What follows belongs to an exercise in optimizing a design on an open flow for small area, a short achievable clock period and few clock cycles per item; a production flow would make more cautious choices.
In this exercise RTL edits were held to simulation tests only and were not proved equivalent to the original.
Power is estimated from default activity; no workload was simulated.

`flow/config.mk`:
```
export PLATFORM = sky130hd
export DESIGN_NAME = ring_buffer_deque
export DESIGN_NICKNAME = ring_buffer_deque
export VERILOG_FILES = /design/flow/design.v
export SDC_FILE = /design/flow/constraint.sdc
export NUM_CORES = 4
export LEC_CHECK = 0
export CAP_MARGIN = 20
export CORE_MARGIN = 2
export CORE_UTILIZATION = 30
export SLEW_MARGIN = 20
```
`flow/constraint.sdc`:
```
create_clock -name core_clock -period 7.0 [get_ports {clk}]
set_input_delay 1.4000 -clock core_clock [delete_from_list [all_inputs] [get_ports {clk}]]
set_output_delay 1.4000 -clock core_clock [all_outputs]
set_load 0.01 [all_outputs]
```
`flow/design.v`:
```
package rbd_pkg;
	localparam int DEPTH      = 64;
	localparam int DATA_WIDTH = 32;
	localparam int SLOT_W = $clog2(DEPTH);
	localparam int CNT_W  = $clog2(DEPTH + 1);
	localparam int SUM_W  = CNT_W + 1;
	localparam int CMD_W   = 3;
	localparam int FIELD_W = 32;
	localparam int RIDX_W  = 6;
	localparam int TOTAL_W = 7;
	localparam int STAT_W  = 2;
	localparam logic [CMD_W-1:0] CMD_PUSH_BACK  = 3'd0;
	localparam logic [CMD_W-1:0] CMD_PUSH_FRONT = 3'd1;
	localparam logic [CMD_W-1:0] CMD_POP_BACK   = 3'd2;
	localparam logic [CMD_W-1:0] CMD_POP_FRONT  = 3'd3;
	localparam logic [CMD_W-1:0] CMD_READ       = 3'd4;
	localparam logic [CMD_W-1:0] CMD_CLEAR      = 3'd5;
	localparam logic [STAT_W-1:0] STAT_OK        = 2'd0;
	localparam logic [STAT_W-1:0] STAT_FULL      = 2'd1;
	localparam logic [STAT_W-1:0] STAT_EMPTY     = 2'd2;
	localparam logic [STAT_W-1:0] STAT_OUT_RANGE = 2'd3;
	typedef struct packed {
		logic [CMD_W-1:0]          cmd;
		logic signed [FIELD_W-1:0] data_in;
		logic [RIDX_W-1:0]         read_index;
	} rbd_req_t;
	typedef struct packed {
		logic signed [FIELD_W-1:0] read_value;
		logic signed [FIELD_W-1:0] front_value;
		logic signed [FIELD_W-1:0] back_value;
		logic [TOTAL_W-1:0]        entry_total;
		logic                      is_empty;
		logic [STAT_W-1:0]         status;
	} rbd_rsp_t;
	typedef struct packed {
		logic                  we;
		logic [SLOT_W-1:0]     waddr;
		logic [DATA_WIDTH-1:0] wdata;
		logic                  re;
		logic [SLOT_W-1:0]     raddr;
	} rbd_mem_t;
endpackage
import rbd_pkg::*;
module ring_buffer_deque (
	input  logic         clk,
	input  logic         arst_n,
	input  logic         req_valid,
	output logic         req_stall,
	input  logic [40:0]  req,
	output logic         rsp_valid,
	input  logic         rsp_stall,
	output logic [105:0] rsp
);
	logic                  we_b, we_f;
	logic [SLOT_W-1:0]     tail, head;
	logic [DATA_WIDTH-1:0] wdata;
	logic [SLOT_W-1:0]     r_slot, x_slot;
	logic                  r_ok, x_ok;
	logic [DATA_WIDTH-1:0] r_data, x_data, f_data, b_data;
	logic                  d0_ne, d0_fm, d0_bm;
	logic                  d0_v, drain;
	logic [TOTAL_W-1:0]    d0_cnt;
	logic [STAT_W-1:0]     d0_st;
	logic                  rsp_v;
	logic [105:0]          rsp_q;
	rbd_ctrl u_ctrl (
		.clk       (clk),
		.arst_n    (arst_n),
		.req_valid (req_valid),
		.req_stall (req_stall),
		.req       (req),
		.rsp_stall (rsp_stall),
		.we_b      (we_b),
		.we_f      (we_f),
		.tail      (tail),
		.head      (head),
		.wdata     (wdata),
		.r_slot    (r_slot),
		.r_ok      (r_ok),
		.x_slot    (x_slot),
		.x_ok      (x_ok),
		.d0_ne     (d0_ne),
		.d0_fm     (d0_fm),
		.d0_bm     (d0_bm),
		.d0_v      (d0_v),
		.drain     (drain),
		.d0_cnt    (d0_cnt),
		.d0_st     (d0_st),
		.rsp_v     (rsp_v)
	);
	rbd_store u_store (
		.clk    (clk),
		.we_b   (we_b),
		.we_f   (we_f),
		.tail   (tail),
		.head   (head),
		.wdata  (wdata),
		.r_slot (r_slot),
		.r_ok   (r_ok),
		.x_slot (x_slot),
		.x_ok   (x_ok),
		.r_data (r_data),
		.x_data (x_data)
	);
	assign f_data = !d0_ne ? '0 : d0_fm ? x_data : rsp_q[73:42];
	assign b_data = !d0_ne ? '0 : d0_bm ? x_data : rsp_q[41:10];
	always_ff @(posedge clk or negedge arst_n) begin
		if (!arst_n) begin
			rsp_v <= 1'b0;
		end else begin
			rsp_v <= drain || (rsp_v && rsp_stall);
		end
	end
	always_ff @(posedge clk) begin
		if (drain) begin
			rsp_q <= {r_data, f_data, b_data, d0_cnt, !d0_ne, d0_st};
		end
	end
	assign rsp_valid = rsp_v;
	assign rsp       = rsp_q;
endmodule
import rbd_pkg::*;
module rbd_ctrl (
	input  logic                  clk,
	input  logic                  arst_n,
	input  logic                  req_valid,
	output logic                  req_stall,
	input  logic [40:0]           req,
	input  logic                  rsp_stall,
	output logic                  we_b,
	output logic                  we_f,
	output logic [SLOT_W-1:0]     tail,
	output logic [SLOT_W-1:0]     head,
	output logic [DATA_WIDTH-1:0] wdata,
	output logic [SLOT_W-1:0]     r_slot,
	output logic                  r_ok,
	output logic [SLOT_W-1:0]     x_slot,
	output logic                  x_ok,
	output logic                  d0_ne,
	output logic                  d0_fm,
	output logic                  d0_bm,
	output logic                  d0_v,
	output logic                  drain,
	output logic [TOTAL_W-1:0]    d0_cnt,
	output logic [STAT_W-1:0]     d0_st,
	input  logic                  rsp_v
);
	logic [CMD_W-1:0]      cmd;
	logic [RIDX_W-1:0]     ridx;
	logic [SLOT_W-1:0]     head_q;
	logic [SLOT_W-1:0]     tail_q;
	logic [CNT_W-1:0]      cnt_q;
	logic                  empty_q, full_q;
	logic                  t_v;
	logic [SLOT_W-1:0]     t_rs, t_xs;
	logic                  t_rok, t_fm, t_bm;
	logic [STAT_W-1:0]     t_st;
	logic [SLOT_W-1:0]     d0_rs, d0_xs;
	logic                  d0_rok;
	assign cmd   = req[40:38];
	assign ridx  = req[5:0];
	assign wdata = req[37:6];
	logic accept;
	assign req_stall = t_v;
	assign accept    = req_valid && !t_v;
	assign drain     = d0_v && (!rsp_v || !rsp_stall);
	logic c_pb, c_pf, c_popb, c_popf, c_rd, c_clr;
	assign c_pb   = (cmd == CMD_PUSH_BACK);
	assign c_pf   = (cmd == CMD_PUSH_FRONT);
	assign c_popb = (cmd == CMD_POP_BACK);
	assign c_popf = (cmd == CMD_POP_FRONT);
	assign c_rd   = (cmd == CMD_READ);
	assign c_clr  = (cmd == CMD_CLEAR);
	logic pb_ok, pf_ok, popb_ok, popf_ok, inc, dec;
	assign pb_ok   = c_pb && !full_q;
	assign pf_ok   = c_pf && !full_q;
	assign popb_ok = c_popb && !empty_q;
	assign popf_ok = c_popf && !empty_q;
	assign inc     = pb_ok || pf_ok;
	assign dec     = popb_ok || popf_ok;
	logic [SLOT_W-1:0] head_m1, head_p1, tail_m1, tail_p1, tail_m2;
	logic [CNT_W-1:0]  cnt_m1, cnt_p1;
	logic              cnt_is1, cnt_is63;
	assign head_m1  = head_q - 1'b1;
	assign head_p1  = head_q + 1'b1;
	assign tail_m1  = tail_q - 1'b1;
	assign tail_p1  = tail_q + 1'b1;
	assign tail_m2  = tail_q - 2'd2;
	assign cnt_m1   = cnt_q - 1'b1;
	assign cnt_p1   = cnt_q + 1'b1;
	assign cnt_is1  = (cnt_q == CNT_W'(1));
	assign cnt_is63 = (cnt_q == CNT_W'(DEPTH - 1));
	logic [SLOT_W-1:0] rs_0, rs_m, rs_p;
	logic              lt_0, lt_p, lt_m;
	assign rs_0 = head_q + ridx;
	assign rs_m = head_m1 + ridx;
	assign rs_p = head_p1 + ridx;
	assign lt_0 = (CNT_W'(ridx) < cnt_q);
	assign lt_p = (CNT_W'(ridx) <= cnt_q);
	assign lt_m = (CNT_W'(ridx) + 1'b1 < cnt_q);
	logic s_pf, s_popf, s_clr, s_hd;
	assign s_pf   = pf_ok;
	assign s_popf = popf_ok;
	assign s_clr  = c_clr;
	assign s_hd   = !(pf_ok || popf_ok || c_clr);
	logic s_pb, s_popb, s_tl;
	assign s_pb   = pb_ok;
	assign s_popb = popb_ok;
	assign s_tl   = !(pb_ok || popb_ok || c_clr);
	logic s_inc, s_dec, s_same;
	assign s_inc  = inc;
	assign s_dec  = dec;
	assign s_same = !(inc || dec || c_clr);
	logic [SLOT_W-1:0] head_n, tail_n, rs_n, bs_n;
	logic [CNT_W-1:0]  cnt_n;
	logic              empty_n, full_n, rok_n;
	logic [STAT_W-1:0] st_n;
	assign head_n = ({SLOT_W{s_hd}}   & head_q)
	              | ({SLOT_W{s_pf}}   & head_m1)
	              | ({SLOT_W{s_popf}} & head_p1);
	assign rs_n   = ({SLOT_W{s_hd}}   & rs_0)
	              | ({SLOT_W{s_pf}}   & rs_m)
	              | ({SLOT_W{s_popf}} & rs_p)
	              | ({SLOT_W{s_clr}}  & ridx);
	assign tail_n = ({SLOT_W{s_tl}}   & tail_q)
	              | ({SLOT_W{s_pb}}   & tail_p1)
	              | ({SLOT_W{s_popb}} & tail_m1);
	assign bs_n   = ({SLOT_W{s_tl}}   & tail_m1)
	              | ({SLOT_W{s_pb}}   & tail_q)
	              | ({SLOT_W{s_popb}} & tail_m2)
	              | ({SLOT_W{s_clr}}  & SLOT_W'(DEPTH - 1));
	assign cnt_n  = ({CNT_W{s_same}}  & cnt_q)
	              | ({CNT_W{s_inc}}   & cnt_p1)
	              | ({CNT_W{s_dec}}   & cnt_m1);
	assign empty_n = (s_same && empty_q) || (s_dec && cnt_is1) || s_clr;
	assign full_n  = (s_same && full_q) || (s_inc && cnt_is63);
	assign rok_n   = (s_same && lt_0) || (s_inc && lt_p) || (s_dec && lt_m);
	logic fm_n, bm_n;
	logic [SLOT_W-1:0] xs_n;
	assign fm_n = pf_ok || popf_ok || (pb_ok && empty_q);
	assign bm_n = pb_ok || popb_ok || (pf_ok && empty_q);
	assign xs_n = (c_pf || c_popf) ? head_n : bs_n;
	always_comb begin
		st_n = STAT_OK;
		if ((c_pb || c_pf) && full_q) st_n = STAT_FULL;
		if ((c_popb || c_popf) && empty_q) st_n = STAT_EMPTY;
		if (c_rd && !lt_0) st_n = STAT_OUT_RANGE;
	end
	assign we_b = accept && pb_ok;
	assign we_f = accept && pf_ok;
	assign tail = tail_q;
	assign head = head_q;
	logic d0_new, d0_top, t_set;
	assign d0_new = accept && (!d0_v || drain);
	assign d0_top = !accept && drain && t_v;
	assign t_set  = accept && d0_v && !drain;
	always_ff @(posedge clk or negedge arst_n) begin
		if (!arst_n) begin
			head_q  <= '0;
			tail_q  <= '0;
			cnt_q   <= '0;
			empty_q <= 1'b1;
			full_q  <= 1'b0;
			t_v     <= 1'b0;
			d0_v    <= 1'b0;
		end else begin
			if (accept) begin
				head_q  <= head_n;
				tail_q  <= tail_n;
				cnt_q   <= cnt_n;
				empty_q <= empty_n;
				full_q  <= full_n;
			end
			if (t_set) t_v <= 1'b1;
			else if (d0_top) t_v <= 1'b0;
			if (d0_new || d0_top) d0_v <= 1'b1;
			else if (drain) d0_v <= 1'b0;
		end
	end
	always_ff @(posedge clk) begin
		if (accept) begin
			t_rs  <= rs_n;
			t_rok <= rok_n;
			t_st  <= st_n;
			t_xs  <= xs_n;
			t_fm  <= fm_n;
			t_bm  <= bm_n;
		end
		if (d0_new) begin
			d0_rs  <= rs_n;
			d0_xs  <= xs_n;
			d0_fm  <= fm_n;
			d0_bm  <= bm_n;
			d0_rok <= rok_n;
			d0_ne  <= !empty_n;
			d0_cnt <= cnt_n;
			d0_st  <= st_n;
		end else if (d0_top) begin
			d0_rs  <= t_rs;
			d0_xs  <= t_xs;
			d0_fm  <= t_fm;
			d0_bm  <= t_bm;
			d0_rok <= t_rok;
			d0_ne  <= !empty_q;
			d0_cnt <= cnt_q;
			d0_st  <= t_st;
		end
	end
	assign r_slot = d0_rs;
	assign r_ok   = d0_rok;
	assign x_slot = d0_xs;
	assign x_ok   = d0_ne && (d0_fm || d0_bm);
endmodule
import rbd_pkg::*;
module rbd_store (
	input  logic                  clk,
	input  logic                  we_b,
	input  logic                  we_f,
	input  logic [SLOT_W-1:0]     tail,
	input  logic [SLOT_W-1:0]     head,
	input  logic [DATA_WIDTH-1:0] wdata,
	input  logic [SLOT_W-1:0]     r_slot,
	input  logic                  r_ok,
	input  logic [SLOT_W-1:0]     x_slot,
	input  logic                  x_ok,
	output logic [DATA_WIDTH-1:0] r_data,
	output logic [DATA_WIDTH-1:0] x_data
);
	logic [DATA_WIDTH-1:0] ram_q [DEPTH];
	logic [7:0] t_hi, t_lo, h_hi, h_lo;
	logic [DEPTH-1:0] wsel;
	always_comb begin
		for (int j = 0; j < 8; j++) begin
			t_hi[j] = (tail[5:3] == 3'(j));
			t_lo[j] = (tail[2:0] == 3'(j));
			h_hi[j] = (head[5:3] == 3'(j));
			h_lo[j] = (head[2:0] == 3'(j));
		end
		for (int i = 0; i < DEPTH; i++) begin
			wsel[i] = (we_b && t_hi[i / 8] && t_lo[i % 8]) ||
			          (we_f && h_hi[((i + 1) % DEPTH) / 8] && h_lo[(i + 1) % 8]);
		end
	end
	always_ff @(posedge clk) begin
		for (int i = 0; i < DEPTH; i++) begin
			if (wsel[i]) begin
				ram_q[i] <= wdata;
			end
		end
	end
	logic [DATA_WIDTH-1:0] r_m [2 * DEPTH - 1];
	logic [DATA_WIDTH-1:0] x_m [2 * DEPTH - 1];
	always_comb begin
		for (int i = 0; i < DEPTH; i++) begin
			r_m[i] = ram_q[i];
			x_m[i] = ram_q[i];
		end
		for (int l = 0; l < SLOT_W; l++) begin
			for (int i = 0; i < (DEPTH >> (l + 1)); i++) begin
				r_m[2 * DEPTH - (DEPTH >> l) + i] =
					r_slot[l] ? r_m[2 * DEPTH - 2 * (DEPTH >> l) + 2 * i + 1]
					          : r_m[2 * DEPTH - 2 * (DEPTH >> l) + 2 * i];
				x_m[2 * DEPTH - (DEPTH >> l) + i] =
					x_slot[l] ? x_m[2 * DEPTH - 2 * (DEPTH >> l) + 2 * i + 1]
					          : x_m[2 * DEPTH - 2 * (DEPTH >> l) + 2 * i];
			end
		end
	end
	assign r_data = r_ok ? r_m[2 * DEPTH - 2] : '0;
	assign x_data = x_ok ? x_m[2 * DEPTH - 2] : '0;
endmodule
```
`flow/flow/run.sh`:
```
#!/bin/bash
# Standard ORFS layout, with timing repair aimed below the clock period only
# after placement (clock tree and global route stages). Each step's full
# output goes to a log file of its own in the work folder.
set -euo pipefail
MARGIN=$(cat flow/margin.txt)
bash standard.sh synth > log_synth.txt 2>&1
bash standard.sh floorplan > log_floorplan.txt 2>&1
bash standard.sh place > log_place.txt 2>&1
SETUP_SLACK_MARGIN=$MARGIN bash standard.sh cts > log_cts.txt 2>&1
SETUP_SLACK_MARGIN=$MARGIN bash standard.sh route > log_route.txt 2>&1
bash standard.sh finish > log_finish.txt 2>&1
```
`flow/flow/margin.txt`:
```
3.7
```
`flow/standard.sh`:
```
#!/bin/bash
# synth_recipe.tcl (not shown) runs the flow's synth.tcl, then flattens the netlist and writes it again
# the make line also repeats each setting of config.mk as NAME=value (left out here)
make -C /OpenROAD-flow-scripts/flow DESIGN_CONFIG=/design/flow/config.mk WORK_HOME=/design/flow/orfs CLKGATE_MAP_FILE= SYNTH_SCRIPT=/design/flow/synth_recipe.tcl "${@:-finish}"
```
==> impl_metrics.ini, run 1 <==
[cells_and_area]
final_common_cell = edfxtp_1
fillers = 31410
multiInputGateArea_um2 = 36320
seq_area_um2 = 66550
final_layout_size_suffix_gt1_share_pct = 38.22
final_cell_area_um2 = 123500
mostFrequentLayoutCells = edfxtp_1 (2196), mux4_2 (1116), clkbuf_16 (253)
utilization_pct = 36.02
fin_nets = 5603
syn_to_final_growth_pct = 19.62
fin_cells = 10280

[placed_design]
dp.cells = 9693
portBuffers = 152
dp_hpwl_um = 224100
dpl_worst_slack_ps = 1179
gp_congestion = 0.9111
placed_area_um2 = 111900

[global_routing]
gr-total-overflow = 0
grt_pass1_wl_um = 498700
grt_pass1_vias = 60220
grt_max_degree = 107
antenna_found_initial = 39
grt.total_usage_pct = 20.40

[drt]
drtIter0Drc = 10050
wl_um = 367400
num_vias = 61060
wire_per_inst_um = 35.73
drc = 0
firstDrtPassIters = 6
avgViaCountPerCell = 5.939
ant_nets = 0

[die]
start_util_pct = 30.12
die_y_um = 590.6
rows = 215
die-area_um2 = 348700
die_w_um = 590.6
core_area_um2 = 342700
io_pins = 153

[run]
cap_violations = 0

[timing]
setup_tns_ps = 0
min_period_ps = 3470
finalCritPeriodShare_pct = 49.57
setup_violations = 0
hold_slack_ps = 424.8
max_slew_margin_pct = 16.57
timing.final.ws_setup_ps = 3530
maxSlewViolCount = 0
rsz0062_at_grt = true
skew_ps = 72.81
tightest_slew_ps = 1238
hold_violations = 0
timing.fmax_mhz = 288.2

[setup_path]
crit_top_cell = buf_12
crit_path_cell_trace = buf_12, buf_12, mux4_2, nor2b_1, a211oi_1, a21oi_1, o22ai_1, nor2_2
timing.rr.end = rsp_q[98]
critPathBufInv = 2
critPathArrivalTime_ps = 4060
crit_slowest_cell = a211oi_1
r2r-start = u_ctrl.d0_rs[2]
cpLargestDelayFamily = compound AO/OA/AOI/OAI gates
worstPathRequired_ps = 7590
r2r_setup_slack_ps = 3530
path_class = flop to flop
start_kind = flop
reg2regPathDepth = 8
critPathMaxStageDelay_ps = 800
cp_max_fo = 62
endpoint_kind = flop

[logic_synthesis]
syn-num-nets = 5198
yosysSeqAreaShare_pct = 64.47
synth_edf_count = 2196
synth.distinct_cells = 73
yosysWarnings = 6
ys_ff_latch = 2220
avgSynthCellArea_um2 = 20.23
synthCells = 5103
syn_area_um2 = 103200
async_reset_ff_share_pct = 1.081
ys.flop_type = edfxtp_1

[power]
power_density_nw_per_um2 = 415.3
switching_share_pct = 37.41
power.switching_mw = 19.18
clkPwrFrac_pct = 25.8
p_int_mw = 32.09
leakagePower_nw = 38.60
p_comb_share_pct = 43.2
finalPower_mw = 51.27
vdd_drop_max_v = 0.0003408
power_frac_seq_pct = 30.9

[run_status]
status = timing/DRC/antenna clean

[cts]
clockBufferDepth = 4
cts_buffers = 240
htree_levels = 4
clockRootBuffer = clkbuf_16
clk_latency_ps = 940
path_clk_slew_ps = 60
clock_sinks = 2220
cts_tree = done

[worst_hold_path]
min_from = u_ctrl.d0_cnt[3]
hold_class = flop to flop
hold_path_depth = 0
whs_endpoint = rsp_q[6]
-- power by group through the flow --
stage	clock, mW	sequential [mW]	combinational (mW)
after global routing	13.9	15.9	22.9
after CTS	13.4	15.9	21.4
after floorplan	0	16.1	11.8
after global placement	0	16.2	19.9
final	13.2	15.9	22.2
after detailed placement	0	16.2	20.0
-- kinds of logic after synthesis --
group,share of synthesized area [%]
DFF,64.47
muxes,27.07
AOI/OAI and AO/OA,3.644
and+or+nand+nor,1.972
buffers and inverters,1.977
adders and majority gates,0.6279
xor gates and xnor gates,0.2376
-- routing by layer --
metal  global-route usage, %  share of wire (%)  wire [um]
met5                       0              0.019         68
met3                   7.439                 14      50460
met1                   27.70                 38     140800
met2                   30.61                 45     164300
met4                   5.912                3.2      11730
-- worst max-delay path by stage --
stage,slack [ps],start,end,cells past startpoint
CTS,3510,u_ctrl.d0_rs[1],rsp_q[98],8
finish,3530,u_ctrl.d0_rs[2],rsp_q[98],8
floorplan,1500,req[39],u_store.ram_q[58][0],6
global route,3630,u_ctrl.d0_xs[0],rsp_q[26],7
global placement,1420,req[39],u_store.ram_q[62][0],9
detailed placement,1180,req[40],u_store.ram_q[22][12],7
-- cell type report --
type / count / area share (%)
clock inverters: 163 / 1.591
inverters: 39 / 0.1317
clock buffers: 280 / 5.020
multi-input cells: 2476 / 29.42
repair buffers: 531 / 5.285
diodes: 15 / 0.03040
well taps: 4557 / 4.618
flip-flops and latches: 2220 / 53.90
-- sequential cells by signal, summed over array words and instances, names as in the netlist, 2 cells and up --
register,cells
u_store.ram_q,2048
u_ctrl.tail_q,6
u_ctrl.cnt_q,7
u_ctrl.head_q,6
u_ctrl.d0_xs,6
rsp_q,106
u_ctrl.d0_st,2
u_ctrl.t_st,2
u_ctrl.t_xs,6
u_ctrl.d0_cnt,7
u_ctrl.t_rs,6
u_ctrl.d0_rs,6
-- cell usage after synthesis (all sizes together), types with 23 or more instances --
master  instances  area (um^2)
a211oi         69        518.0
mux4         1116        25130
nand2         158        593.1
nor2           81        306.6
nor2b          61        381.6
ha             47        588.1
edfxtp       2196        65940
mux2i         217         2172
dfrtp          23        575.6
inv            37        138.9
a21oi         130        650.6
buf           262         1491
clkbuf        107        402.9
o22ai          82        513.0
nand3          29        145.1
o21ai         120        600.6
mux2           56        630.6
a22oi          48        360.4
-- timing repair --
action	CTS	global route
hold buffers	0	0
gates cloned	24	12
setup buffers	73	20
gates resized for setup	253	118
pin swaps	39	20
setup endpoints to repair	2175	1730
-- worst reg2reg max path, stage by stage, from the launching register on --
cell      delay, ps
edfxtp_1        380
buf_12          150
buf_12          380
mux4_2          540
nor2b_1         140
a211oi_1        800
a21oi_1         110
o22ai_1         460
nor2_2          200
Testbench counts, summed over its fixed seeds: cycles 12,016, items 12,000.
==> run 2, diff against run 1 <==
==> flow/flow/margin.txt (replaced) <==
3.9
==> run 2 against run 1 <==
  * Largest cell class unchanged
  * Non-clock buffer count grew 120
  * Fmax grew 7.6%
  * Register-to-register slack gained 240 ps
  * Combinational power grew 7%
==> impl_metrics.ini, run 2 <==
[run_status]
status = timing/DRC/antenna clean

[setup_path]
cp_max_fo = 9
start_kind = flop
worstPathRequired_ps = 7620
path_class = flop to flop
timing.rr.end = rsp_q[16]
r2r_setup_slack_ps = 3770
reg2regPathDepth = 10
cp-startpoint = u_ctrl.d0_xs[0]
r2r-start = u_ctrl.d0_xs[0]
endpoint_kind = flop
critPathArrivalTime_ps = 3850

[cts]
clk_latency_ps = 950
htree_levels = 4
cts_tree = done
path_clk_slew_ps = 60
clock_sinks = 2220
cts_buffers = 240
clockBufferDepth = 4
clockRootBuffer = clkbuf_16

[logic_synthesis]
syn_area_um2 = 103200
syn-num-nets = 5198
synth_edf_count = 2196
yosysSeqAreaShare_pct = 64.47
synthCells = 5103
synth.distinct_cells = 73
synth_top_area_share_pct = 63.89
yosysMostFrequentCell = edfxtp_1
async_reset_ff_share_pct = 1.081
synth_common_cells = edfxtp_1 (2196), mux4_2 (1116), mux2i_1 (217), nand2_1 (158), buf_2 (136)
synth_area_leader_cell = edfxtp_1
avgSynthCellArea_um2 = 20.23
synth_area_leaders = edfxtp_1 (64%), mux4_2 (24%), mux2i_1 (2.1%)
ys_ff_latch = 2220
yosysWarnings = 6
ys.flop_type = edfxtp_1

[drt]
num_vias = 62560
drtIter0Drc = 11080
avgViaCountPerCell = 6.018
wl_um = 380100
wire_per_inst_um = 36.57
drc = 0
firstDrtPassIters = 9
ant_nets = 0

[worst_hold_path]
hold_path_depth = 0
min_from = u_ctrl.d0_cnt[3]
whs_endpoint = rsp_q[6]
hold_class = flop to flop

[cells_and_area]
syn_to_final_growth_pct = 21.93
regMostFlops = u_store.ram_q
utilization_pct = 36.72
mostFrequentLayoutCells = edfxtp_1 (2196), mux4_2 (1116), clkbuf_16 (260)
final_common_cell = edfxtp_1
largest_register_ffs = 2048
fin_cells = 10390
fin_nets = 5723
top_regs = u_store.ram_q x2048, rsp_q x106
final_layout_size_suffix_gt1_share_pct = 40.59

[run]
cap_violations = 0

[global_routing]
grt_pass1_wl_um = 509300
gr-total-overflow = 0
grt_pass1_vias = 60950
grt_max_degree = 107
antenna_found_initial = 39
grt.total_usage_pct = 20.94

[timing]
hold_violations = 0
tightest_slew_ps = 1242
skew_ps = 63.50
min_period_ps = 3225
max_slew_margin_pct = 16.98
rsz0062_at_grt = true
setup_tns_ps = 0
finalCritPeriodShare_pct = 46.08
setup_violations = 0
hold_slack_ps = 425.2
maxSlewViolCount = 0
timing.fmax_mhz = 310.1

[die]
rows = 215
io_pins = 153
core_area_um2 = 342700
die_y_um = 590.6
die_w_um = 590.6
start_util_pct = 30.12
die-area_um2 = 348700

[placed_design]
gp_congestion = 0.9111
dp.cells = 9693
dp_hpwl_um = 224100
portBuffers = 152

[power]
leakagePower_nw = 39.77
finalPower_mw = 52.78
power_density_nw_per_um2 = 419.4
vdd_drop_max_v = 0.0003056
## run 2: how the worst max path moves through the flow
stage / end / slack (ps) / cells past startpoint
2_1_floorplan: u_store.ram_q[58][0] / 1500 / 6
3_3_place_gp: u_store.ram_q[62][0] / 1420 / 9
3_5_place_dp: u_store.ram_q[22][12] / 1180 / 7
4_1_cts: rsp_q[60] / 3730 / 8
5_1_grt: rsp_q[47] / 3750 / 8
6_report: rsp_q[16] / 3770 / 10
## run 2: critical path: stages (launching register included)
cell      delay (ps)
edfxtp_1         420
buf_12           190
buf_16           190
buf_12           120
buf_16           140
mux4_2           510
nor2b_1          160
a211oi_2         300
a21oi_1           90
a22oi_2          550
nand2_2          210
## run 2: cell type report
cell class / count / area, um^2
Antenna cell: 8 / 20.02
Clock buffer: 280 / 6197
Clock inverter: 163 / 1964
Fill cell: 31180 / 216900
Inverter: 39 / 168.9
Multi-Input combinational cell: 2476 / 36840
Sequential cell: 2220 / 66550
Tap cell: 4557 / 5702
Timing Repair Buffer: 651 / 8406
## run 2: logic make-up (layout without fill, tap and decap cells)
group                      Yosys count  count (layout)  synth area share [%]
AOI/OAI and AO/OA                  583             584                 3.644
xor gates and xnor gates            28              28                0.2376
adders and majority gates           50              50                0.6279
buffers and inverters              408            1133                 1.977
DFF                               2220            2220                 64.47
muxes                             1389            1389                 27.07
other                                0               8                     0
and+or+nand+nor                    425             425                 1.972
## run 2: repair_timing
action                     in CTS  in global routing
hold buffers                    0                  0
cloned                         46                 19
resized for setup             531                148
pin swaps                      56                 35
setup endpoints to repair    2284               1224
buffers inserted              119                 65
## run 2: through the flow
stage | setup slack [ps] | area, um^2
2_1_floorplan | 1499 | 103200
3_3_place_gp | 1424 | 111800
3_5_place_dp | 1179 | 111900
4_1_cts | 3726 | 124200
5_1_grt | 3749 | 125800
6_report | 3775 | 125900
## run 2: power breakdown
| group | leakage [nW] | switching, mW | internal [mW] | total, mW |
|---|---|---|---|---|
| Combinational | 15.7 | 13.9 | 9.76 | 23.7 |
| Clock | 3.92 | 5.62 | 7.63 | 13.3 |
| Sequential | 20.1 | 0.393 | 15.5 | 15.8 |
| Total | 39.8 | 19.9 | 32.8 | 52.8 |
## run 2: routing by layer
layer | wire length, um | vias up | track usage, %
met4 | 14020 | 18 | 6.347
met3 | 55440 | 686 | 7.657
met1 | 142300 | 33700 | 28.34
met2 | 168200 | 4780 | 31.36
met5 | 112 | - | 0
li1 | - | 23370 | -
==> run 3, diff against run 2 <==
--- a/flow/design.v
+++ b/flow/design.v
@@ -103,6 +103,6 @@
 		.x_data (x_data)
 	);
-	assign f_data = !d0_ne ? '0 : d0_fm ? x_data : rsp_q[73:42];
-	assign b_data = !d0_ne ? '0 : d0_bm ? x_data : rsp_q[41:10];
+	assign f_data = d0_fm ? x_data : rsp_q[73:42];
+	assign b_data = d0_bm ? x_data : rsp_q[41:10];
 	always_ff @(posedge clk or negedge arst_n) begin
 		if (!arst_n) begin
@@ -238,6 +238,6 @@
 	logic fm_n, bm_n;
 	logic [SLOT_W-1:0] xs_n;
-	assign fm_n = pf_ok || popf_ok || (pb_ok && empty_q);
-	assign bm_n = pb_ok || popb_ok || (pf_ok && empty_q);
+	assign fm_n = pf_ok || popf_ok || (pb_ok && empty_q) || empty_n;
+	assign bm_n = pb_ok || popb_ok || (pf_ok && empty_q) || empty_n;
 	assign xs_n = (c_pf || c_popf) ? head_n : bs_n;
 	always_comb begin
@@ -310,5 +310,5 @@
 	assign r_ok   = d0_rok;
 	assign x_slot = d0_xs;
-	assign x_ok   = d0_ne && (d0_fm || d0_bm);
+	assign x_ok   = d0_ne;
 endmodule
 import rbd_pkg::*;
--- a/flow/config.mk
+++ b/flow/config.mk
@@ -9,3 +9,5 @@
 export CORE_MARGIN = 2
 export CORE_UTILIZATION = 30
+export CTS_CLUSTER_DIAMETER = 80
+export CTS_CLUSTER_SIZE = 24
 export SLEW_MARGIN = 20
==> run 3 against run 2 <==
  * Hold slack better by 0.96 ps
  * Core utilization down 0.22 points
  * Flip-flop and latch count unchanged
  * Wire length up 3.7%
  * First-iteration DRC count down 0.18%
  * Largest power group unchanged
  * Sequential share of layout area up 0.23 points
  * Clock power down about 30%
  * Area after synthesis up 0.35%
  * Clock skew up 24 ps
==> impl_metrics.ini, run 3 <==
[logic_synthesis]
avgSynthCellArea_um2 = 20.05
ys.flop_type = edfxtp_1
synth_common_cells = edfxtp_1 (2196), mux4_2 (1088), mux2i_1 (271), nand2_1 (143), buf_2 (130)
synth_edf_count = 2196
synth_top_area_share_pct = 63.67
synth.distinct_cells = 74
async_reset_ff_share_pct = 1.081
yosysWarnings = 6
synth_compound_area_share_pct = 3.822
synth_area_leader_cell = edfxtp_1
synth_xor_area_share_pct = 0.2199
ys_ff_latch = 2220
synth_area_leaders = edfxtp_1 (64%), mux4_2 (24%), mux2i_1 (2.6%)
synth_mux_area_share_pct = 26.78
synthSimpleGateAreaFrac_pct = 2.149
syn-num-nets = 5260
synthCells = 5165
yosysMostFrequentCell = edfxtp_1
synth_top_family_by_area = multiplexers
synthAdderAreaFrac_pct = 0.6258
yosysSeqAreaShare_pct = 64.25
syn_area_um2 = 103600

[global_routing]
gr-total-overflow = 0
grt_max_degree = 72
grt_pass1_vias = 60540
grt.total_usage_pct = 21.81
grt_pass1_wl_um = 525000
antenna_found_initial = 39

[run]
cap_violations = 0

[drt]
firstDrtPassIters = 8
num_vias = 63160
avgViaCountPerCell = 6.087
drc = 0
drtIter0Drc = 11060
wire_per_inst_um = 37.99
wl_um = 394100
ant_nets = 0

[setup_path]
start_kind = flop
crit_path_cell_trace = buf_4, buf_8, buf_8, buf_12, mux4_2, mux2i_4, a21oi_2, o211ai_1, a221oi_2, buf_4
endpoint_kind = flop
critPathArrivalTime_ps = 3920
cpLargestDelayFamily = buffers and inverters
critPathMaxStageDelay_ps = 600
timing.rr.end = rsp_q[31]
r2r-start = u_ctrl.d0_xs[1]
worstPathRequired_ps = 7600
cp_max_fo = 23
path_class = flop to flop
crit_slowest_cell = o211ai_1
reg2regPathDepth = 10
critPathBufInv = 5
cp-startpoint = u_ctrl.d0_xs[1]
r2r_setup_slack_ps = 3680

[run_status]
status = timing/DRC/antenna clean

[cells_and_area]
largest_register_ffs = 2048
syn_to_final_growth_pct = 20.98
utilization_pct = 36.50
regMostFlops = u_store.ram_q
final_common_cell = edfxtp_1
mostFrequentLayoutCells = edfxtp_1 (2196), mux4_2 (1088), buf_4 (331)
final_cell_area_um2 = 125300
final_layout_size_suffix_gt1_share_pct = 41.72
fin_nets = 5811
top_regs = u_store.ram_q x2048, rsp_q x106

[timing]
maxSlewViolCount = 0
timing.fmax_mhz = 300.9
rsz0062_at_grt = true
hold_violations = 0
min_period_ps = 3323
timing.final.ws_setup_ps = 3677
tightest_slew_ps = 1212
setup_violations = 0
skew_ps = 87.40
hold_slack_ps = 426.2
setup_tns_ps = 0
finalCritPeriodShare_pct = 47.47
max_slew_margin_pct = 19.02

[die]
die-area_um2 = 349900
start_util_pct = 30.17
io_pins = 153
die_w_um = 591.6
core_area_um2 = 343300
rows = 215
die_y_um = 591.6

[worst_hold_path]
whs_endpoint = rsp_q[3]
min_from = u_ctrl.d0_cnt[0]
hold_class = flop to flop
hold_path_depth = 0

[placed_design]
portBuffers = 152
dpl_worst_slack_ps = 1047
gp_congestion = 0.9452
placed_area_um2 = 112100
dp_hpwl_um = 238700

[cts]
clk_latency_ps = 920
cts_buffers = 141
clockRootBuffer = clkbuf_16
clock_sinks = 2220
path_clk_slew_ps = 100
hold_buffers = 0
cts_tree = done
clockBufferDepth = 4
htree_levels = 4

[power]
power_density_nw_per_um2 = 410.2
leakagePower_nw = 39.35
vdd_drop_max_v = 0.0002517
-- run 3: changes by cell type after synthesis, sizes merged, moves of 12 or more --
| cell | delta |
|---|---|
| o22ai | +26 |
| mux2i | +54 |
| nand3 | +25 |
| a211oi | +16 |
| nor2b | +20 |
| clkbuf | +12 |
| nand2 | -15 |
| mux4 | -28 |
| a22oi | +16 |
| o21ai | -44 |
| o211ai | +18 |
-- run 3: final cells by class --
cell class | instances | area (um^2)
multi-input cells | 2535 | 37820
clock buffers | 153 | 3637
diodes | 12 | 30.03
repair buffers | 784 | 10330
clock inverters | 80 | 1082
flip-flops and latches | 2220 | 66550
fillers | 31270 | 218000
well taps | 4557 | 5702
inverters | 34 | 141.4
-- run 3: per-layer routing --
metal	part of all wire, %	track usage [%]
met1	36	28.96
met2	44	32.64
met3	15	8.061
met4	4.4	8.013
met5	0.064	0
-- run 3: power breakdown --
part / total, mW / leakage [nW] / internal, mW / switching, mW
Clock: 9.31 / 2.27 / 4.19 / 5.11
Combinational: 26.3 / 17.0 / 10.8 / 15.5
Sequential: 15.8 / 20.1 / 15.4 / 0.362
-- run 3: worst max-delay path by stage --
stage / end / slack (ps) / depth (start not counted)
3_3_place_gp: u_store.ram_q[23][26] / 930 / 9
3_5_place_dp: u_store.ram_q[23][26] / 1050 / 9
5_1_grt: rsp_q[46] / 3720 / 8
4_1_cts: rsp_q[75] / 3690 / 5
6_report: rsp_q[31] / 3680 / 10
2_1_floorplan: u_store.ram_q[23][0] / 2230 / 8
-- run 3: kinds of logic (layout without fill, tap and decap cells) --
| logic type | count (synthesis) | after routing |
|---|---|---|
| compound gates | 599 | 604 |
| fa+ha+maj | 50 | 50 |
| simple gates | 450 | 450 |
| buf+inv | 415 | 1051 |
| other cells | 0 | 12 |
| xor+xnor | 26 | 26 |
| mux | 1405 | 1405 |
| flops | 2220 | 2220 |
-- run 3: through the flow --
stage               std cells  power (mW)
floorplan                5165       28.00
global placement         9758       36.89
detailed placement       9762       37.00
CTS                     10250       49.66
global route            10370       52.45
finish                  10380       51.40
-- run 3: repair_timing --
item / 4_1_cts / 5_1_grt
pin swaps: 76 / 50
buffers inserted: 181 / 102
gates resized for setup: 707 / 174
cloned: 71 / 12
setup endpoints to repair: 2289 / 634
Testbench counts of run 3, summed over its fixed seeds: cycles 12,016, items 12,000.
==> run 4, diff against run 3 <==
--- a/flow/config.mk
+++ b/flow/config.mk
@@ -9,5 +9,4 @@
 export CORE_MARGIN = 2
 export CORE_UTILIZATION = 30
-export CTS_CLUSTER_DIAMETER = 80
-export CTS_CLUSTER_SIZE = 24
+export CTS_BUF_LIST = sky130_fd_sc_hd__clkbuf_8
 export SLEW_MARGIN = 20
==> run 4 against run 3 <==
  * Global-route usage grew 0.15 points
  * Via count grew 3.1%
  * Combinational power is essentially flat
  * Still clean on timing, DRC and antenna
  * Critical path type unchanged
  * Critical path depth shrank 1
  * Power grew 4.5%
==> impl_metrics.ini, run 4 <==
[logic_synthesis]
synth_common_cells = edfxtp_1 (2196), mux4_2 (1088), mux2i_1 (271), nand2_1 (143), buf_2 (130)
ys.flop_type = edfxtp_1
ys_ff_latch = 2220
synth_area_leaders = edfxtp_1 (64%), mux4_2 (24%), mux2i_1 (2.6%)
yosysSeqAreaShare_pct = 64.25
synth.distinct_cells = 74
avgSynthCellArea_um2 = 20.05
async_reset_ff_share_pct = 1.081
synth_edf_count = 2196
synthCells = 5165
yosysMostFrequentCell = edfxtp_1
syn_area_um2 = 103600
synth_top_area_share_pct = 63.67
syn-num-nets = 5260
yosysWarnings = 6
synth_area_leader_cell = edfxtp_1

[timing]
min_period_ps = 3320
setup_tns_ps = 0
rsz0062_at_grt = true
hold_violations = 0
max_slew_margin_pct = 19.92
maxSlewViolCount = 0
skew_ps = 83.97
tightest_slew_ps = 1197
timing.fmax_mhz = 301.2
finalCritPeriodShare_pct = 47.43
timing.final.ws_setup_ps = 3680
setup_violations = 0

[die]
die-area_um2 = 349900
core_area_um2 = 343300
io_pins = 153
start_util_pct = 30.17
die_y_um = 591.6
die_w_um = 591.6
rows = 215

[placed_design]
portBuffers = 152
dpl_worst_slack_ps = 1047
dp_hpwl_um = 238700
gp_congestion = 0.9452

[power]
power.switching_mw = 21.66
power_density_nw_per_um2 = 420.9
vdd_drop_max_v = 0.0003578
clkPwrFrac_pct = 21.4
p_int_mw = 32.07
leakagePower_nw = 41.09
p_comb_share_pct = 49.2
power_frac_seq_pct = 29.4
switching_share_pct = 40.31

[worst_hold_path]
hold_class = flop to flop
min_from = u_ctrl.d0_cnt[0]
hold_path_depth = 0
whs_endpoint = rsp_q[3]

[global_routing]
gr-total-overflow = 0
grt_pass1_vias = 62520
grt_pass1_wl_um = 530700
antenna_found_initial = 48
grt.total_usage_pct = 21.96
grt_max_degree = 88

[cts]
htree_levels = 5
clk_latency_ps = 1100
path_clk_slew_ps = 60
hold_buffers = 0
cts_buffers = 378
cts_tree = done
clockRootBuffer = clkbuf_8
clock_sinks = 2220
clockBufferDepth = 4

[setup_path]
r2r_setup_slack_ps = 3680
worstPathRequired_ps = 7730
path_class = flop to flop
endpoint_kind = flop
reg2regPathDepth = 9
critPathArrivalTime_ps = 4050
r2r-start = u_ctrl.d0_xs[1]
timing.rr.end = rsp_q[12]
cp_max_fo = 41
start_kind = flop

[drt]
wire_per_inst_um = 37.05
num_vias = 65110
ant_nets = 0
firstDrtPassIters = 6
wl_um = 400800
drc = 0
avgViaCountPerCell = 6.018
drtIter0Drc = 11740

[run_status]
status = timing/DRC/antenna clean

[cells_and_area]
final_layout_size_suffix_gt1_share_pct = 44.53
syn_to_final_growth_pct = 23.26
regMostFlops = u_store.ram_q
mostFrequentLayoutCells = edfxtp_1 (2196), mux4_2 (1088), clkbuf_8 (384)
top_regs = u_store.ram_q x2048, rsp_q x106
fillers = 31230
final_common_cell = edfxtp_1
fin_nets = 6057
multiInputGateArea_um2 = 37950
seq_area_um2 = 66550
largest_register_ffs = 2048

[run]
cap_violations = 0
run 4: cell type report:
cell class / count / area share (%)
clock buffer: 384 / 4.140
timing repair buffer: 792 / 7.967
multi-input combinational: 2536 / 29.73
sequential: 2220 / 52.13
tap: 4557 / 4.466
antenna: 12 / 0.02352
clock inverter: 284 / 1.430
inverter: 34 / 0.1166
run 4: power by group through the flow:
stage	Sequential [mW]	Combinational [mW]	Clock, mW
2_1_floorplan	16.0	12.0	0
3_3_place_gp	16.2	20.7	0
3_5_place_dp	16.2	20.8	0
4_1_cts	15.8	24.4	11.6
5_1_grt	15.8	26.9	12.2
6_report	15.8	26.4	11.5
run 4: metal layers:
metal	share of wire (%)	track usage (%)
met5	0.043	0
met2	44	32.50
met3	16	9.194
met4	4.5	8.657
met1	35	28.53
run 4: how the worst max path moves through the flow:
| stage | from | slack (ps) | end |
|---|---|---|---|
| after floorplan | req[39] | 2230 | u_store.ram_q[23][0] |
| after global placement | req[39] | 930 | u_store.ram_q[23][26] |
| after detailed placement | req[39] | 1050 | u_store.ram_q[23][26] |
| after CTS | u_ctrl.d0_xs[0] | 3750 | rsp_q[49] |
| after global routing | u_ctrl.d0_xs[0] | 3720 | rsp_q[14] |
| final | u_ctrl.d0_xs[1] | 3680 | rsp_q[12] |
run 4: repair_timing:
action	in CTS	in global routing
setup endpoints to repair	2278	1639
resized for setup	1024	199
cloned	66	27
setup buffers	152	132
pin swaps	78	67
run 4: cell families after synthesis:
kind of cell	Yosys count	synth area share [%]
multiplexers	1405	26.78
flip-flops	2220	64.25
AND/OR/NAND/NOR	450	2.149
buffers and inverters	415	2.154
AO/OA/AOI/OAI	599	3.822
XOR/XNOR	26	0.2199
adder cells (fa/ha/maj)	50	0.6258
run 4: critical path, cell delays in order, from the launching register on:
cell and delay (ps):
edfxtp_1 350, buf_4 130, buf_4 130, buf_16 250
buf_4 370, mux4_2 400, mux2i_2 370, a22oi_1 230
nand3_1 410, o21ai_2 200
run 4: metrics by stage:
stage / utilization [%] / total power, mW / instances / area (um^2) / hold slack [ps]
finish: 37.19 / 53.73 / 10820 / 127700 / 420.4
global route: 37.18 / 54.91 / 10810 / 127600 / 428.9
CTS: 36.37 / 51.79 / 10650 / 124800 / 419.0
detailed placement: 32.65 / 37.00 / 9762 / 112100 / 406.1
global placement: 32.63 / 36.89 / 9758 / 112000 / 411.0
floorplan: - / 28.00 / 5165 / 103600 / 400.3
==> run 5, diff against run 4 <==
--- a/flow/config.mk
+++ b/flow/config.mk
@@ -8,5 +8,4 @@
 export CAP_MARGIN = 20
 export CORE_MARGIN = 2
-export CORE_UTILIZATION = 30
-export CTS_BUF_LIST = sky130_fd_sc_hd__clkbuf_8
+export CORE_UTILIZATION = 40
 export SLEW_MARGIN = 20
==> run 5 against run 4 <==
  * Still clean on timing, DRC and antenna
  * Core utilization grew 11 points
  * Largest power group unchanged
  * Fmax grew 2.8%
  * Highest routed layer unchanged
  * Setup slack gained 90 ps
  * Critical path type unchanged
  * Register-to-register slack gained 90 ps
  * Largest cell class unchanged
  * Critical endpoint is now rsp_q[89]
  * First-iteration DRC count shrank 12%
  * Area after synthesis is the same
==> impl_metrics.ini, run 5 <==
[cells_and_area]
largest_register_ffs = 2048
final_cell_area_um2 = 124500
multiInputGateArea_um2 = 36880
seq_area_um2 = 66550
final_layout_size_suffix_gt1_share_pct = 39.62
final_common_cell = edfxtp_1
syn_to_final_growth_pct = 20.24
top_regs = u_store.ram_q x2048, rsp_q x106
fin_nets = 5790
mostFrequentLayoutCells = edfxtp_1 (2196), mux4_2 (1088), buf_4 (249)
regMostFlops = u_store.ram_q
fillers = 20540

[logic_synthesis]
avgSynthCellArea_um2 = 20.05
ys.flop_type = edfxtp_1
synthSimpleGateAreaFrac_pct = 2.149
synth_area_leader_cell = edfxtp_1
synthAdderAreaFrac_pct = 0.6258
synth_common_cells = edfxtp_1 (2196), mux4_2 (1088), mux2i_1 (271), nand2_1 (143), buf_2 (130)
synth_xor_area_share_pct = 0.2199
ys_ff_latch = 2220
async_reset_ff_share_pct = 1.081
synth_compound_area_share_pct = 3.822
synthCells = 5165
syn-num-nets = 5260
synth_top_family_by_area = multiplexers
synth_mux_area_share_pct = 26.78
synth_top_area_share_pct = 63.67
syn_area_um2 = 103600
yosysWarnings = 6
yosysSeqAreaShare_pct = 64.25
synth.distinct_cells = 74
yosysMostFrequentCell = edfxtp_1
synth_area_leaders = edfxtp_1 (64%), mux4_2 (24%), mux2i_1 (2.6%)
synth_edf_count = 2196

[setup_path]
crit_end = rsp_q[89]
cp-startpoint = u_ctrl.d0_rs[0]
r2r_setup_slack_ps = 3770
endpoint_kind = flop
path_class = flop to flop
critPathArrivalTime_ps = 3800
reg2regPathDepth = 9
cp_max_fo = 9
start_kind = flop
timing.rr.end = rsp_q[89]
r2r-start = u_ctrl.d0_rs[0]
worstPathRequired_ps = 7570

[worst_hold_path]
hold_class = flop to flop

[run_status]
status = timing/DRC/antenna clean

[global_routing]
grt_pass1_vias = 60850
grt.total_usage_pct = 28.83
gr-total-overflow = 0
antenna_found_initial = 22
grt_max_degree = 68
grt_pass1_wl_um = 521900

[power]
switching_share_pct = 38.48
vdd_drop_max_v = 0.0003112
p_int_mw = 32.39
p_comb_share_pct = 45.8
power_frac_seq_pct = 30.0
clkPwrFrac_pct = 24.3
power_density_nw_per_um2 = 422.8
leakagePower_nw = 39.99
power.switching_mw = 20.26

[placed_design]
dp_hpwl_um = 230600
portBuffers = 152
placed_area_um2 = 110600
gp_congestion = 0.8897

[timing]
min_period_ps = 3231
maxSlewViolCount = 0
finalCritPeriodShare_pct = 46.15
setup_violations = 0
hold_violations = 0
max_slew_margin_pct = 20.44
timing.fmax_mhz = 309.6
skew_ps = 81.65
tightest_slew_ps = 1191
rsz0062_at_grt = true
setup_tns_ps = 0

[cts]
clk_latency_ps = 930
clockBufferDepth = 3
path_clk_slew_ps = 60
clock_sinks = 2220
clockRootBuffer = clkbuf_16
htree_levels = 4
cts_buffers = 233
hold_buffers = 0
cts_tree = done

[drt]
wl_um = 386100
avgViaCountPerCell = 6.780
wire_per_inst_um = 41.56
firstDrtPassIters = 5
ant_nets = 0
drtIter0Drc = 10300
num_vias = 62990
drc = 0

[die]
die_y_um = 512.9
start_util_pct = 40.27
die-area_um2 = 263000
io_pins = 153
die_w_um = 512.9
rows = 186
core_area_um2 = 257200

[run]
cap_violations = 0
-- run 5: cell counts after synthesis --
No cell type changed its count.
-- run 5: per-stage QoR --
step	total power, mW	hold slack [ps]	utilization (%)	std cells	setup WS (ps)
after CTS	51.74	427.5	47.97	9224	3786
after global placement	36.64	411.5	43.00	8592	1361
after detailed placement	36.70	412.3	43.02	8594	1343
after global routing	53.73	442.8	48.42	9285	3774
after floorplan	28.00	400.3	-	5165	2229
final	52.66	424.8	48.43	9290	3770
-- run 5: worst min-delay path by stage --
stage,startpoint,end,slack [ps],cells after the start
final,u_ctrl.d0_cnt[5],rsp_q[8],420,0
after global routing,u_ctrl.d0_cnt[5],rsp_q[8],440,0
after CTS,u_ctrl.d0_cnt[5],rsp_q[8],430,0
after detailed placement,u_ctrl.d0_cnt[5],rsp_q[8],410,0
after global placement,u_ctrl.d0_cnt[5],rsp_q[8],410,0
after floorplan,u_ctrl.d0_st[0],rsp_q[0],400,0
-- run 5: final cells by class --
cell class	instances	area share (%)
diodes	7	0.01407
flip-flops and latches	2220	53.44
repair buffers	676	7.130
multi-input cells	2530	29.62
clock inverters	159	1.447
well taps	3384	3.400
clock buffers	280	4.849
inverters	34	0.1045
-- run 5: kinds of logic (layout without fill, tap and decap cells) --
| kind of cell | Yosys count | count (layout) |
|---|---|---|
| compound gates | 599 | 599 |
| other cells | 0 | 7 |
| simple gates | 450 | 450 |
| mux | 1405 | 1405 |
| buf+inv | 415 | 1149 |
| fa+ha+maj | 50 | 50 |
| xor+xnor | 26 | 26 |
| flops | 2220 | 2220 |
-- run 5: what timing repair did --
| action | CTS | global route |
|---|---|---|
| cloned | 56 | 8 |
| endpoints found under the hold margin | 0 | 0 |
| setup endpoints to repair | 2291 | 935 |
| resized for setup | 589 | 117 |
| buffers inserted | 135 | 51 |
| pin swaps | 50 | 23 |
-- run 5: critical path, cell delays in order, from the launching register on --
cell and delay, ps:
edfxtp_1 380, buf_12 180, buf_12 160, bufbuf_16 290
buf_4 110, mux4_2 480, mux2i_1 170, a21oi_2 90
o211ai_1 800, nand2_2 220
-- run 5: routing by layer --
metal	wire [um]	part of all wire (%)	global-route usage, %	vias to the layer above
li1	-	-	-	23580
met1	141000	37	39.31	33740
met2	173800	45	43.34	4777
met3	48190	12	7.100	885
met4	23020	6.0	14.23	12
met5	78	0.020	0	-
-- run 5: power groups by stage --
| stage | clock [mW] | sequential (mW) | combinational [mW] |
|---|---|---|---|
| floorplan | 0 | 16.0 | 12.0 |
| global placement | 0 | 16.1 | 20.5 |
| detailed placement | 0 | 16.1 | 20.6 |
| CTS | 12.9 | 15.8 | 23.1 |
| global route | 13.4 | 15.8 | 24.5 |
| finish | 12.8 | 15.8 | 24.1 |
==> run 6, diff against run 5 <==
--- a/flow/config.mk
+++ b/flow/config.mk
@@ -8,4 +8,4 @@
 export CAP_MARGIN = 20
 export CORE_MARGIN = 2
-export CORE_UTILIZATION = 40
+export CORE_UTILIZATION = 50
 export SLEW_MARGIN = 20
==> run 6 against run 5 <==
  * Clock power about the same
  * First-iteration DRC count is 3.1% higher
  * Critical path depth fell by 2
  * Area after synthesis unchanged
  * Critical endpoint is now rsp_q[34]
  * Largest cell class unchanged
  * Combinational power fell by 3%
  * Fmax up 0.80%
  * Hold slack lost 4.9 ps
  * Highest routed layer unchanged
  * Register-to-register slack improved by 30 ps
  * Cell area down 1.4%
  * Largest power group unchanged
  * Wire length down 3.7%
==> impl_metrics.ini, run 6 <==
[cells_and_area]
largest_register_ffs = 2048
final_cell_area_um2 = 122800
utilization_pct = 59.50
final_common_cell = edfxtp_1
fin_nets = 5764
regMostFlops = u_store.ram_q
top_regs = u_store.ram_q x2048, rsp_q x106
mostFrequentLayoutCells = edfxtp_1 (2196), mux4_2 (1088), buf_4 (255)
final_layout_size_suffix_gt1_share_pct = 38.76
syn_to_final_growth_pct = 18.60

[logic_synthesis]
avgSynthCellArea_um2 = 20.05
synth_area_leaders = edfxtp_1 (64%), mux4_2 (24%), mux2i_1 (2.6%)
ys.flop_type = edfxtp_1
synth.distinct_cells = 74
synthCells = 5165
synth_edf_count = 2196
syn-num-nets = 5260
ys_ff_latch = 2220
yosysSeqAreaShare_pct = 64.25
synth_area_leader_cell = edfxtp_1
yosysWarnings = 6
synth_top_area_share_pct = 63.67
synth_common_cells = edfxtp_1 (2196), mux4_2 (1088), mux2i_1 (271), nand2_1 (143), buf_2 (130)
yosysMostFrequentCell = edfxtp_1
syn_area_um2 = 103600
async_reset_ff_share_pct = 1.081

[placed_design]
placed_area_um2 = 109800
gp_congestion = 0.9218
dp_hpwl_um = 223800
portBuffers = 152

[drt]
wl_um = 371900
wire_per_inst_um = 43.33
avgViaCountPerCell = 7.320
drc = 0
num_vias = 62830
drtIter0Drc = 10620
firstDrtPassIters = 6
ant_nets = 0

[cts]
cts_buffers = 230
path_clk_slew_ps = 60
clock_sinks = 2220
clk_latency_ps = 900
htree_levels = 4
clockBufferDepth = 3
clockRootBuffer = clkbuf_16
cts_tree = done
hold_buffers = 0

[power]
finalPower_mw = 51.81
leakagePower_nw = 39.72
power_density_nw_per_um2 = 421.8
vdd_drop_max_v = 0.0003429

[die]
die_w_um = 459.1
die-area_um2 = 210800
core_area_um2 = 206400
die_y_um = 459.1
io_pins = 153
rows = 167
start_util_pct = 50.17

[setup_path]
crit_path_cell_trace = clkinvlp_4, buf_4, nor2_4, buf_4, nor4_2, buf_4, nor2_1
critPathMaxStageDelay_ps = 570
critPathArrivalTime_ps = 3870
cpLargestDelayFamily = buffers and inverters
cp_max_fo = 9
start_kind = flop
path_class = flop to flop
crit_top_cell = buf_4
worstPathRequired_ps = 7670
crit_slowest_cell = nor2_4
critPathBufInv = 4
endpoint_kind = flop

[global_routing]
gr-total-overflow = 0
grt_pass1_wl_um = 505000
grt_pass1_vias = 59910
antenna_found_initial = 32
grt_max_degree = 78
grt.total_usage_pct = 35.20

[timing]
setup_violations = 0
maxSlewViolCount = 0
hold_slack_ps = 419.9
tightest_slew_ps = 1204
hold_violations = 0
timing.fmax_mhz = 312.0
finalCritPeriodShare_pct = 45.78
skew_ps = 36.49
setup_tns_ps = 0
min_period_ps = 3205
rsz0062_at_grt = true
max_slew_margin_pct = 19.09

[run_status]
status = timing/DRC/antenna clean

[run]
cap_violations = 0

[worst_hold_path]
hold_class = flop to flop
[run 6: cell counts after synthesis]
Identical to the previous run, type by type.
[run 6: kinds of logic after synthesis]
kind of cell | share of synthesized area (%)
AO/OA/AOI/OAI | 3.822
XOR/XNOR | 0.2199
buffers and inverters | 2.154
multiplexers | 26.78
adder cells (fa/ha/maj) | 0.6258
flip-flops | 64.25
AND/OR/NAND/NOR | 2.149
[run 6: repair_timing]
action                                  in CTS  in global routing
endpoints found under the hold margin        0                  0
cloned                                      40                  8
setup buffers                              114                 58
pin swaps                                   51                 29
resized for setup                          540                 91
endpoints found under the setup margin    2298               1731
[run 6: metal layers]
| layer | track usage, % | part of all wire (%) | vias to the layer above |
|---|---|---|---|
| met3 | 8.607 | 12 | 849 |
| met2 | 51.09 | 44 | 4763 |
| li1 | - | - | 23560 |
| met5 | 0 | 0.038 | - |
| met1 | 50.11 | 37 | 33640 |
| met4 | 17.68 | 6.0 | 20 |
[run 6: layout make-up]
| class | instances | area (um^2) |
|---|---|---|
| diodes | 12 | 30.03 |
| clock buffers | 266 | 5954 |
| clock inverters | 164 | 1772 |
| fillers | 14880 | 83610 |
| inverters | 34 | 133.9 |
| multi-input cells | 2530 | 36770 |
| flip-flops and latches | 2220 | 66550 |
| well taps | 2704 | 3383 |
| repair buffers | 653 | 8244 |
[run 6: final timing paths]
path / end / slack (ps) / start / cells after the start
hold / removal: rsp_q[3] / 420 / u_ctrl.d0_cnt[0] / 0
setup reg to reg: rsp_q[34] / 3800 / u_ctrl.d0_xs[5] / 7
max in group asynchronous: u_ctrl.empty_q / 5740 / arst_n / 2
hold reg to reg: rsp_q[3] / 420 / u_ctrl.d0_cnt[0] / 0
min in group asynchronous: u_ctrl.cnt_q[6] / 930 / arst_n / 2
setup / recovery: rsp_q[34] / 3800 / u_ctrl.d0_xs[5] / 7
[run 6: power breakdown]
group	internal [mW]	switching [mW]	leakage, nW
registers	15.4	0.341	20.1
clock network	7.30	5.37	3.77
logic	9.66	13.7	15.8
[run 6: stage by stage]
step | worst slack, ps | instances
floorplan | 2229 | 5165
global placement | 1398 | 7919
detailed placement | 1331 | 7920
CTS | 3777 | 8504
global route | 3785 | 8573
finish | 3795 | 8583
==> run 7, diff against run 6 <==
--- a/flow/design.v
+++ b/flow/design.v
@@ -57,5 +57,5 @@
 	logic [SLOT_W-1:0]     r_slot, x_slot;
 	logic                  r_ok, x_ok;
-	logic [DATA_WIDTH-1:0] r_data, x_data, f_data, b_data;
+	logic [DATA_WIDTH-1:0] r_data, x_data;
 	logic                  d0_ne, d0_fm, d0_bm;
 	logic                  d0_v, drain;
@@ -103,6 +103,4 @@
 		.x_data (x_data)
 	);
-	assign f_data = d0_fm ? x_data : rsp_q[73:42];
-	assign b_data = d0_bm ? x_data : rsp_q[41:10];
 	always_ff @(posedge clk or negedge arst_n) begin
 		if (!arst_n) begin
@@ -114,5 +112,12 @@
 	always_ff @(posedge clk) begin
 		if (drain) begin
-			rsp_q <= {r_data, f_data, b_data, d0_cnt, !d0_ne, d0_st};
+			rsp_q[105:74] <= r_data;
+			rsp_q[9:0]    <= {d0_cnt, !d0_ne, d0_st};
+		end
+		if (drain && d0_fm) begin
+			rsp_q[73:42] <= x_data;
+		end
+		if (drain && d0_bm) begin
+			rsp_q[41:10] <= x_data;
 		end
 	end
--- a/flow/config.mk
+++ b/flow/config.mk
@@ -8,4 +8,4 @@
 export CAP_MARGIN = 20
 export CORE_MARGIN = 2
-export CORE_UTILIZATION = 50
+export CORE_UTILIZATION = 40
 export SLEW_MARGIN = 20
==> run 7 against run 6 <==
  * Synthesized cell count up 0.12%
  * Non-clock buffer count up 14
  * Cell area up 2.0%
  * Register-to-register slack worse by 90 ps
  * Fmax down 2.7%
  * Count of clock-buffer cells in the layout up 24
  * Via count down 1.2%
  * Setup slack worse by 88 ps
  * Power up 2.6%
  * Flip-flop and latch count unchanged
  * Final cell count up 8.2%
==> impl_metrics.ini, run 7 <==
[setup_path]
start_kind = flop
worstPathRequired_ps = 7610
timing.rr.end = rsp_q[38]
r2r-start = u_ctrl.d0_xs[0]
r2r_setup_slack_ps = 3710
path_class = flop to flop
endpoint_kind = flop
critPathArrivalTime_ps = 3900
reg2regPathDepth = 8
cp_max_fo = 7

[drt]
wl_um = 371700
avgViaCountPerCell = 6.684
wire_per_inst_um = 40.04
drtIter0Drc = 9817
num_vias = 62050
firstDrtPassIters = 6
ant_nets = 0
drc = 0

[global_routing]
grt_pass1_wl_um = 504100
grt.total_usage_pct = 27.72
antenna_found_initial = 14
grt_max_degree = 85
grt_pass1_vias = 60380
gr-total-overflow = 0

[placed_design]
dp_hpwl_um = 217600
dpl_worst_slack_ps = 1149
gp_congestion = 0.8778
portBuffers = 152
placed_area_um2 = 110300

[cts]
clock_sinks = 2220
clk_latency_ps = 920
clockRootBuffer = clkbuf_16
clockBufferDepth = 3
htree_levels = 4
cts_buffers = 233
path_clk_slew_ps = 60
cts_tree = done

[logic_synthesis]
synth_area_leader_cell = edfxtp_1
yosysSeqAreaShare_pct = 64.21
synth_edf_count = 2196
async_reset_ff_share_pct = 1.081
synth_area_leaders = edfxtp_1 (64%), mux4_2 (24%), mux2i_1 (2.6%)
synth_top_area_share_pct = 63.63
syn-num-nets = 5266
ys.flop_type = edfxtp_1
ys_ff_latch = 2220
yosysWarnings = 6
synthCells = 5171
synth.distinct_cells = 79
synth_common_cells = edfxtp_1 (2196), mux4_2 (1086), mux2i_1 (268), nand2_1 (133), a21oi_1 (131)
avgSynthCellArea_um2 = 20.04
syn_area_um2 = 103600
yosysMostFrequentCell = edfxtp_1

[die]
io_pins = 153
core_area_um2 = 257200
die-area_um2 = 263200
rows = 186
start_util_pct = 40.30
die_w_um = 513.0
die_y_um = 513.0

[power]
power_frac_seq_pct = 29.8
p_comb_share_pct = 46.5
switching_share_pct = 38.04
vdd_drop_max_v = 0.0003428
finalPower_mw = 53.18
power.switching_mw = 20.23
leakagePower_nw = 39.96
p_int_mw = 32.95
power_density_nw_per_um2 = 424.4
clkPwrFrac_pct = 23.7

[timing]
tightest_slew_ps = 1194
hold_violations = 0
finalCritPeriodShare_pct = 47.04
timing.fmax_mhz = 303.7
rsz0062_at_grt = true
setup_violations = 0
skew_ps = 60.59
setup_tns_ps = 0
maxSlewViolCount = 0
min_period_ps = 3293
timing.final.ws_setup_ps = 3707
max_slew_margin_pct = 20.22

[cells_and_area]
mostFrequentLayoutCells = edfxtp_1 (2196), mux4_2 (1086), buf_4 (248)
final_cell_area_um2 = 125300
largest_register_ffs = 2048
fillers = 20640
final_common_cell = edfxtp_1
syn_to_final_growth_pct = 20.91
regMostFlops = u_store.ram_q
top_regs = u_store.ram_q x2048, rsp_q x106
final_layout_size_suffix_gt1_share_pct = 40.80
fin_nets = 5790

[worst_hold_path]
min_from = u_ctrl.d0_st[1]
whs_endpoint = rsp_q[1]
hold_class = flop to flop
hold_path_depth = 0

[run]
cap_violations = 0

[run_status]
status = timing/DRC/antenna clean
==> run 7: cell types whose count changed after synthesis, sizes merged, moves of 7 or more <==
cell and change:
o211ai -7, nor2 +9, a31oi +7, and2 +8, nand2 -10, o221ai +8, a21oi +7, a22oi -8
nand3 -12
==> run 7: through the flow <==
step	utilization, %	std cells	hold WS, ps
after floorplan	-	5171	400.3
after global placement	42.87	8566	405.0
after detailed placement	42.88	8568	406.3
after CTS	48.13	9200	422.2
after global routing	48.73	9279	434.1
final	48.73	9283	419.7
==> run 7: power groups by stage <==
stage / registers (mW) / clock network [mW] / logic [mW]
after global placement: 16.2 / 0 / 20.2
after global routing: 15.9 / 13.2 / 25.2
after CTS: 15.8 / 12.7 / 23.6
after detailed placement: 16.2 / 0 / 20.3
after floorplan: 16.0 / 0 / 12.1
final: 15.8 / 12.6 / 24.8
==> run 7: cell type report <==
cell class	instances	area (um^2)	share of cell area, %
diodes	5	12.51	0.009984
clock buffers	290	6160	4.915
clock inverters	144	1544	1.232
inverters	33	137.6	0.1098
multi-input cells	2540	37830	30.18
flip-flops and latches	2220	66550	53.11
well taps	3384	4234	3.379
repair buffers	667	8853	7.065
==> run 7: logic make-up after synthesis <==
group                    synth area share [%]
AO/OA/AOI/OAI                           3.907
XOR/XNOR                               0.2282
adder cells (fa/ha/maj)                0.6253
buffers and inverters                   2.192
flip-flops                              64.21
multiplexers                            26.69
AND/OR/NAND/NOR                         2.155
==> run 7: worst max-delay path by stage <==
stage | from | to
global route | rsp_q[94] | rsp[94]
finish | u_ctrl.d0_xs[0] | rsp_q[38]
floorplan | req[39] | u_store.ram_q[23][0]
CTS | rsp_q[94] | rsp[94]
global placement | req[40] | u_store.ram_q[62][24]
detailed placement | req[40] | u_store.ram_q[62][9]
==> run 7: worst max-delay path: stages, from the launching register on <==
cell,delay [ps]
edfxtp_1,400
buf_6,180
buf_16,190
buf_12,130
buf_16,110
mux4_2,500
mux4_2,640
o211ai_1,640
nor2_4,170
==> run 7: what timing repair did <==
action                     4_1_cts  5_1_grt
setup endpoints to repair     2307     1814
setup buffers                  143       66
resized for setup              735      160
cloned                          55       12
pin swaps                       85       60
hold buffers                     0        0
==> run 7: per-layer routing <==
metal  track usage (%)  share of wire, %  wire length, um  vias to the layer above
li1                  -                 -                -                    23600
met1             36.78                37           135800                    33190
met2             42.42                46           170200                     4485
met3             6.161                11            41030                      754
met4             15.60               6.6            24680                       10
met5                 0             0.016               61                        -
Testbench counts of run 7, summed over its fixed seeds: cycles 12,016, items 12,000.

[static timing again, ports no longer ideal]
The results above use ideal ports. As a check the final layouts listed here were re-extracted and re-timed, cells and wires unchanged. Step 1 (the two cells are an assumption about what drives the block):
set clk [get_ports {clk}]
set_driving_cell -lib_cell sky130_fd_sc_hd__clkbuf_16 $clk
set_driving_cell -lib_cell sky130_fd_sc_hd__buf_2 [delete_from_list [all_inputs] $clk]
Step 2 moves the port delays by t, midway between the first and last clock arrival at a register: inputs arrive t later, outputs are due t later. That takes back most of the time a late clock gives input paths. Slacks: no drivers / after step 1 / after step 2; pairs: no drivers / after step 1.
run	t (ns)	setup WS [ns]	worst setup path after step 2	cell pins on the clock port's net
run 1	1.008	3.530 / 3.530 / 2.793	input to register	1
run 2	1.012	3.775 / 3.775 / 2.953	input to register	1
run 3	0.985	3.677 / 3.677 / 2.978	input to register	1
run 4	1.159	3.680 / 3.680 / 2.766	input to register	1
run 5	0.998	3.770 / 3.770 / 2.937	input to register	1
run 6	0.978	3.795 / 3.795 / 2.970	input to register	1
run 7	0.993	3.707 / 3.707 / 2.970	input to register	1
After both steps setup and hold are still met in every run listed. The setup slack of run 4, which loses most, moves by 0.000 ns with the drivers and by -0.914 ns with both steps.
